From an optimization exercise on the open Yosys and OpenROAD flow, aimed at few clock cycles; shortcuts taken in it are not production practice. Function was checked by simulation only, so behaviour that the tests miss may differ from the original. Power figures rest on the tool's default switching activity, not on a simulated workload.

--- design/flow/run.sh ---
#!/bin/bash
# synth_recipe.tcl (not shown) runs the flow's synth.tcl, then flattens the netlist and writes it again
# the make line also repeats each setting of config.mk as NAME=value (left out here)
make -C /OpenROAD-flow-scripts/flow DESIGN_CONFIG=/design/flow/config.mk WORK_HOME=/design/flow/orfs CLKGATE_MAP_FILE= SYNTH_SCRIPT=/design/flow/synth_recipe.tcl finish
--- design/flow/design.v ---
`default_nettype none
package dcache_pkg;
    localparam int c_DEF_INDEX_WIDTH  = 4;
    localparam int c_DEF_OFFSET_WIDTH = 2;
    localparam int c_WORD_LSB = 2;
    typedef enum logic [1:0] {
        S_IDLE = 2'd0,
        S_WB   = 2'd1,
        S_FILL = 2'd2
    } state_t;
    function automatic int index_lsb(input int offset_width);
        index_lsb = c_WORD_LSB + offset_width;
    endfunction
    function automatic int tag_lsb(input int offset_width, input int index_width);
        tag_lsb = c_WORD_LSB + offset_width + index_width;
    endfunction
endpackage
`default_nettype wire
`default_nettype none
module dcache_array
#(
    parameter int INDEX_WIDTH  = dcache_pkg::c_DEF_INDEX_WIDTH,
    parameter int OFFSET_WIDTH = dcache_pkg::c_DEF_OFFSET_WIDTH,
    parameter int TAG_WIDTH    = 32 - dcache_pkg::c_WORD_LSB - dcache_pkg::c_DEF_OFFSET_WIDTH - dcache_pkg::c_DEF_INDEX_WIDTH
) (
    input  logic                          clk,
    input  logic                          inval_all,
    input  logic [INDEX_WIDTH-1:0]        rd_index,
    output logic                          rd_valid,
    output logic                          rd_dirty,
    output logic [TAG_WIDTH-1:0]          rd_tag,
    output logic [32*(1<<OFFSET_WIDTH)-1:0] rd_line,
    input  logic                          inst_en,
    input  logic [TAG_WIDTH-1:0]          inst_tag,
    input  logic                          inst_dirty,
    input  logic                          st_en,
    input  logic [OFFSET_WIDTH-1:0]       st_word,
    input  logic [31:0]                   st_data,
    input  logic                          fill_en,
    input  logic [INDEX_WIDTH-1:0]        fill_index,
    input  logic [OFFSET_WIDTH-1:0]       fill_word,
    input  logic [31:0]                   fill_data
);
    localparam int c_LINES = 1 << INDEX_WIDTH;
    localparam int c_WORDS = 1 << OFFSET_WIDTH;
    logic [c_LINES-1:0]   r_valid;
    logic [c_LINES-1:0]   r_dirty;
    logic [TAG_WIDTH-1:0] r_tag  [c_LINES];
    logic [31:0]          r_data [c_LINES][c_WORDS];
    assign rd_valid = r_valid[rd_index];
    assign rd_dirty = r_dirty[rd_index];
    assign rd_tag   = r_tag[rd_index];
    always_comb begin
        for (int w = 0; w < c_WORDS; w++) begin
            rd_line[32*w +: 32] = r_data[rd_index][w];
        end
    end
    always_ff @(posedge clk) begin
        if (inval_all) begin
            r_valid <= '0;
            r_dirty <= '0;
        end else begin
            if (inst_en) begin
                r_valid[rd_index] <= 1'b1;
                r_dirty[rd_index] <= inst_dirty;
            end else if (st_en) begin
                r_dirty[rd_index] <= 1'b1;
            end
        end
    end
    always_ff @(posedge clk) begin
        if (inst_en) begin
            r_tag[rd_index] <= inst_tag;
        end
    end
    always_ff @(posedge clk) begin
        for (int l = 0; l < c_LINES; l++) begin
            for (int w = 0; w < c_WORDS; w++) begin
                if (st_en && rd_index == INDEX_WIDTH'(l) && st_word == OFFSET_WIDTH'(w)) begin
                    r_data[l][w] <= st_data;
                end else if (fill_en && fill_index == INDEX_WIDTH'(l) && fill_word == OFFSET_WIDTH'(w)) begin
                    r_data[l][w] <= fill_data;
                end
            end
        end
    end
endmodule
`default_nettype wire
`default_nettype none
module dcache_wb
#(
    parameter int INDEX_WIDTH  = dcache_pkg::c_DEF_INDEX_WIDTH,
    parameter int OFFSET_WIDTH = dcache_pkg::c_DEF_OFFSET_WIDTH
) (
    input  logic        clk,
    input  logic        rst,
    input  logic        cpu_cs,
    input  logic        cpu_we,
    input  logic [31:0] cpu_addr,
    input  logic [31:0] cpu_din,
    output logic [31:0] cpu_dout,
    output logic        cpu_stall,
    output logic        mem_cs,
    output logic        mem_we,
    output logic [31:0] mem_addr,
    output logic [31:0] mem_din,
    input  logic [31:0] mem_dout,
    input  logic        mem_ack,
    output logic [31:0] hit_cnt,
    output logic [31:0] miss_cnt
);
    localparam int TAG_WIDTH   = 32 - dcache_pkg::c_WORD_LSB - OFFSET_WIDTH - INDEX_WIDTH;
    localparam int c_INDEX_LSB = dcache_pkg::index_lsb(OFFSET_WIDTH);
    localparam int c_TAG_LSB   = dcache_pkg::tag_lsb(OFFSET_WIDTH, INDEX_WIDTH);
    localparam int c_WORDS     = 1 << OFFSET_WIDTH;
    logic [TAG_WIDTH-1:0]    w_cpu_tag;
    logic [INDEX_WIDTH-1:0]  w_cpu_index;
    logic [OFFSET_WIDTH-1:0] w_cpu_word;
    assign w_cpu_tag   = cpu_addr[31:c_TAG_LSB];
    assign w_cpu_index = cpu_addr[c_TAG_LSB-1:c_INDEX_LSB];
    assign w_cpu_word  = cpu_addr[c_INDEX_LSB-1:dcache_pkg::c_WORD_LSB];
    logic                        r_busy;
    logic [OFFSET_WIDTH:0]       r_step;
    logic [INDEX_WIDTH-1:0]      r_idx;
    logic [TAG_WIDTH-1:0]        r_ftag;
    logic [TAG_WIDTH-1:0]        r_vtag;
    logic [OFFSET_WIDTH-1:0]     r_crit;
    logic                        r_wb;
    logic [c_WORDS-1:0]          r_pend;
    logic [32*c_WORDS-1:0]       r_vdata;
    logic                        w_rd_valid;
    logic                        w_rd_dirty;
    logic [TAG_WIDTH-1:0]        w_rd_tag;
    logic [32*c_WORDS-1:0]       w_rd_line;
    logic                        w_inst_en;
    logic                        w_st_en;
    logic                        w_fill_en;
    logic [INDEX_WIDTH-1:0]      w_fill_index;
    logic [OFFSET_WIDTH-1:0]     w_fill_word;
    dcache_array #(
        .INDEX_WIDTH  (INDEX_WIDTH),
        .OFFSET_WIDTH (OFFSET_WIDTH),
        .TAG_WIDTH    (TAG_WIDTH)
    ) u_array (
        .clk        (clk),
        .inval_all  (rst),
        .rd_index   (w_cpu_index),
        .rd_valid   (w_rd_valid),
        .rd_dirty   (w_rd_dirty),
        .rd_tag     (w_rd_tag),
        .rd_line    (w_rd_line),
        .inst_en    (w_inst_en),
        .inst_tag   (w_cpu_tag),
        .inst_dirty (cpu_we),
        .st_en      (w_st_en),
        .st_word    (w_cpu_word),
        .st_data    (cpu_din),
        .fill_en    (w_fill_en),
        .fill_index (w_fill_index),
        .fill_word  (w_fill_word),
        .fill_data  (mem_dout)
    );
    logic                    w_res_hit;
    logic                    w_on_fill;
    logic                    w_wpend;
    logic                    w_rd_phase;
    logic [OFFSET_WIDTH-1:0] w_rd_word;
    logic                    w_fwd;
    logic                    w_accept;
    logic                    w_done;
    logic                    w_last;
    assign w_res_hit  = w_rd_valid & (w_rd_tag == w_cpu_tag);
    assign w_on_fill  = r_busy & (w_cpu_index == r_idx);
    assign w_wpend    = w_on_fill & r_pend[w_cpu_word];
    assign w_rd_phase = r_busy & ~r_step[OFFSET_WIDTH];
    assign w_rd_word  = r_crit + r_step[OFFSET_WIDTH-1:0];
    assign w_fwd      = mem_ack & w_rd_phase & (w_rd_word == w_cpu_word);
    assign w_accept   = cpu_cs & ~w_res_hit & ~r_busy;
    assign w_done     = cpu_cs & ((w_res_hit & (cpu_we | ~w_wpend | w_fwd)) |
                                  (w_accept & (cpu_we | mem_ack)));
    assign w_last     = r_busy & mem_ack &
                        (&r_step[OFFSET_WIDTH-1:0]) & (r_step[OFFSET_WIDTH] | ~r_wb);
    assign cpu_stall = cpu_cs & ~w_done;
    assign cpu_dout  = (w_accept | w_wpend) ? mem_dout : w_rd_line[32*w_cpu_word +: 32];
    assign w_inst_en    = w_accept & ~rst;
    assign w_st_en      = cpu_cs & cpu_we & w_done & ~rst;
    assign w_fill_en    = mem_ack & ~rst & (w_accept | (w_rd_phase & r_pend[w_rd_word]));
    assign w_fill_index = r_busy ? r_idx : w_cpu_index;
    assign w_fill_word  = r_busy ? w_rd_word : w_cpu_word;
    assign mem_cs   = r_busy | w_accept;
    assign mem_we   = r_busy & r_step[OFFSET_WIDTH];
    assign mem_addr = ~r_busy ? {cpu_addr[31:dcache_pkg::c_WORD_LSB], 2'b00} :
                      r_step[OFFSET_WIDTH] ? {r_vtag, r_idx, r_step[OFFSET_WIDTH-1:0], 2'b00} :
                                             {r_ftag, r_idx, w_rd_word, 2'b00};
    assign mem_din  = r_vdata[32*r_step[OFFSET_WIDTH-1:0] +: 32];
    always_ff @(posedge clk) begin
        if (rst) begin
            r_busy <= 1'b0;
        end else if (w_accept) begin
            r_busy <= 1'b1;
        end else if (w_last) begin
            r_busy <= 1'b0;
        end
    end
    always_ff @(posedge clk) begin
        if (w_accept) begin
            r_step  <= mem_ack ? (OFFSET_WIDTH+1)'(1) : '0;
            r_idx   <= w_cpu_index;
            r_ftag  <= w_cpu_tag;
            r_crit  <= w_cpu_word;
            r_wb    <= w_rd_valid & w_rd_dirty;
            r_vtag  <= w_rd_tag;
            r_vdata <= w_rd_line;
            for (int w = 0; w < c_WORDS; w++) begin
                r_pend[w] <= ~((cpu_we | mem_ack) && w_cpu_word == OFFSET_WIDTH'(w));
            end
        end else if (r_busy) begin
            if (mem_ack) begin
                r_step <= r_step + 1'b1;
            end
            for (int w = 0; w < c_WORDS; w++) begin
                if ((mem_ack && w_rd_phase && w_rd_word == OFFSET_WIDTH'(w)) ||
                    (w_st_en && w_on_fill && w_res_hit && w_cpu_word == OFFSET_WIDTH'(w))) begin
                    r_pend[w] <= 1'b0;
                end
            end
        end
    end
    assign hit_cnt  = 32'h0;
    assign miss_cnt = 32'h0;
endmodule
`default_nettype wire
--- design/flow/config.mk ---
export PLATFORM = sky130hd
export DESIGN_NAME = dcache_wb
export DESIGN_NICKNAME = dcache_wb
export VERILOG_FILES = /design/flow/design.v
export SDC_FILE = /design/flow/constraint.sdc
export NUM_CORES = 4
export LEC_CHECK = 0
export CAP_MARGIN = 20
export CORE_MARGIN = 2
export CORE_UTILIZATION = 40
export SLEW_MARGIN = 20
--- design/flow/constraint.sdc ---
create_clock -name core_clock -period 9.0 [get_ports {clk}]
set_input_delay 1.8000 -clock core_clock [delete_from_list [all_inputs] [get_ports {clk}]]
set_output_delay 1.8000 -clock core_clock [all_outputs]
set_load 0.01 [all_outputs]
==> metrics.md <==
| Metric | Value |
|---|---|
| Hold WC Path Type | reg2reg |
| Vias per cell | about 6.7 |
| Worst-path maximum fanout | 62 |
| # DRC | 0 |
| CTS clk-pin slew, worst paths | ~0.050 ns |
| Detail Route Antenna Nets | 0 |
| CTS buffer count | 302 |
| CTS sink cnt | 2655 |
| Die H | ~570 um |
| First-pass GRT wire length | between 600 and 700 mm |
| Syn Inst Count | 8153 |
| Total grt overflow | 0 |
| DRT iter0 DRCs | 13497 |
| RD Place Congestion | 0.897 |
| Synthesis-stage register bit count | 2655 |
| Lkg Pwr | 45.9 nW |
| # nets final | 8240 |
| Relative slew slack | 17.9% |
| Period utilization | 98.7% |
| Syn avg cell area | roughly 16 um2 |
| Number of flops mapped to enable cells by yosys | 2622 |
| Async set-reset flop share out of synthesis | 0% |
| CP top delay family | buffers and inverters |
| Vias | 84299 |
| Die ar. | 0.322 mm2 |
| Status | no timing/DRC/antenna violations |
| Final WL | 505 mm |
| Setup Skew | approximately 0.09 ns |
| Cts repair resizes | 0 |
| Final setup viols | 0 |
| Largest net degree at the start of global routing | 79 |
| CP max-delay cell | a21oi_1 |
| Max-Cap Viols | 0 |
| CP bufs+invs | 4 |
| Port buffer count | 195 |
| Post-CTS Setup Bufs | 0 |
| Crit path largest cell delay | ~0.73 ns |
| Period minus WS final | 8.89 ns |
| Ports | 264 |
| Hold depth | 2 |
| WL/cell | slightly above 40 um |
| VDD IR max | 0.000168 V |
| RSZ-0062 raised after global routing | no |
| Startpoint class of the critical path | input pin |
| Core Region | 0.315 mm2 |
| Worst path depth | 12 |
| WS Path Type | in2out |
| Critical-path cell list | clkbuf_8 -> inv_1 -> ha_1 -> and3_4 -> buf_12 -> a22oi_1 -> nand3_1 -> a21oi_1 -> nand4_1 -> mux4_2 -> mux2_2 -> clkdlybuf4s50_1 |
| Layout Utilization | 45.7% |
| Worst setup EP type | output port |
| HPWL Detailed | 288 mm |
| Distinct cells, synth | 69 |
| Setup_tns | 0 ns |
| Slew of the pin with the lowest slew margin | 1.23 ns |
| CP Data Arrival Time | between 7 and 8 ns |
| Slew Limit Fails | 0 |
| Initial Util | between 40 and 50% |
| Die width | ~570 um |
| Worst R2R Path Depth | 12 |
| Hold buffers post-CTS | 0 |
| Vias in the first global route | 81187 |
| Synth Warn # | 3 |
| Clock latency (worst-skew pair) | 0.95 ns |
| Gr usage total | 30.5% |
| Initial antenna violation count | 20 |
| Clk root buf | clkbuf_16 |
| Cell Pwr Density | a little under 200 mW/mm2 |
| Area delta synth->final | 13.5% |
| Max Fclk | 113 MHz |
| Htree depth | 5 |
| Row cnt | 206 |
| Sequential share of the synthesized area | approximately 63% |
| Synthesized area | roughly 0.13 mm2 |
| Final Hold Vio Count | 0 |
| First-pass detailed-route iteration total | 6 |
| Fillcell total | 27619 |
| Clock buffer depth | 4 |
| Share of layout cells above drive strength 1 | roughly two fifths |
| CTS tree | yes |
| WP data required | 7.20 ns |
| Most used DFF post-synth | edfxtp_1 |
kinds of logic (layout without fill, tap and decap cells):
logic type      after synthesis  in the layout  share of synthesized area [%]
simple gates                611            611                           2.48
fa+ha+maj                     7              7                         0.0690
other cells                   1             74                        0.00295
buf+inv                    1094           1243                           4.16
xor+xnor                     39             39                          0.269
flops                      2655           2655                           62.5
mux                        2374           2374                           22.1
compound gates             1372           1372                           8.38
report_power, final:
group	switching [mW]	internal (mW)
Sequential	0.0402	13.7
Clock	5.27	6.69
Combinational	1.49	0.930
sequential cells by signal, indices dropped and copies added (netlist names), 2 cells and up:
signal and flops:
u_array.r_data 2048, u_array.r_dirty 16, u_array.r_tag 384, r_vdata 128
r_idx 4, r_ftag 24, r_step 3, u_array.r_valid 16
r_pend 4, r_vtag 24, r_crit 2
cells in the final DEF, fill, tap and decap left out, types with 130 or more instances in the layout:
cell type,netlist,layout
clkbuf_16,0,304
mux2_2,2041,2041
mux2i_1,142,142
a22o_1,293,293
a221oi_1,288,288
a21oi_1,138,138
edfxtp_1,2622,2622
a22oi_1,409,409
mux4_2,133,133
nand2_1,130,130
nand3_1,208,208
buf_4,206,422
metrics by stage:
step                power (mW)  setup WS (ns)  instance area (um2)  hold WS, ns  instances
floorplan                 15.4           1.70               127000        0.432       8218
global placement          16.3          0.407               135000        0.443      11986
detailed placement        16.4          0.418               135000        0.463      11986
CTS                       28.2          0.421               144000        0.475      12525
global route              28.8         0.0389               144000        0.494      12528
finish                    28.1          0.113               144000        0.476      12535
final timing paths:
path	startpoint	endpoint	slack, ns
setup / recovery	cpu_addr[4]	cpu_dout[18]	0.11
hold / removal	u_array.r_valid[0]$_SDFFE_PP0P_	u_array.r_valid[0]$_SDFFE_PP0P_	0.48
setup reg to reg	u_array.r_tag[11][19]$_DFFE_PP_	u_array.r_data[43][8]$_DFFE_PP_	3.52
hold reg to reg	u_array.r_valid[0]$_SDFFE_PP0P_	u_array.r_valid[0]$_SDFFE_PP0P_	0.48
layout make-up:
class | instances | area, um2 | area share [%]
clock buffer | 380 | 7890 | 5.48
sequential | 2655 | 79400 | 55.1
tap | 4160 | 5200 | 3.61
multi-input combinational | 4469 | 43800 | 30.4
inverter | 38 | 143 | 0.0990
clock inverter | 159 | 1500 | 1.04
antenna | 8 | 20.0 | 0.0139
timing repair buffer | 666 | 6040 | 4.20
synthesized netlist by cell type, drive strengths merged (43+ instances only):
library cell	number	area [um2]
a221oi	288	2520
o22ai	72	450
nand3	208	1040
nand4	43	269
nor2	147	825
a21oi	138	691
mux2i	142	1420
mux4	133	3000
clkbuf	655	2460
buf	401	2680
mux2	2099	23600
nand2	130	488
a22oi	409	3070
a22o	293	2570
edfxtp	2622	78700
worst min-delay path, stage by stage, from the launching register on:
cell,delay (ns)
dfxtp_1,0.33
a21oi_1,0.04
nor2_1,0.07
metal layers:
metal  share of wire [%]  wire length [um]  global-route usage [%]
met4                 6.3             31800                    16.2
met2                  44            225000                    46.4
met1                  37            189000                    40.3
met3                  12             60400                    7.55
met5               0.044               220                   0.327
Testbench counts, summed over its fixed seeds: cycles 138,165.

[what the ideal ports hide]
In the flow no input, the clock included, has a driving cell. The finished layout below was timed again as built, in two steps.
Step 1 (the two cells are an assumption about what drives the block):
set clk [get_ports {clk}]
set_driving_cell -lib_cell sky130_fd_sc_hd__clkbuf_16 $clk
set_driving_cell -lib_cell sky130_fd_sc_hd__buf_2 [delete_from_list [all_inputs] $clk]
Step 2 adds t to the input delays and takes it off the output delays; t is the mean of the earliest and latest rising clock arrival at the registers after step 1. Input paths then give back, and output paths get back, about the clock's delay inside the block.
a / b / c = ideal / step 1 / step 2; a / b = the first two.
shift t [ns]: 1.005
setup WS [ns]: 0.113 / 0.072 / 0.072
worst setup path at the end: input to output
worst register clock-pin slew, ns: 0.06 / 0.06
After both steps this run still meets setup and hold. The setup slack of this run moves by -0.041 ns with the drivers and by -0.041 ns with both steps.
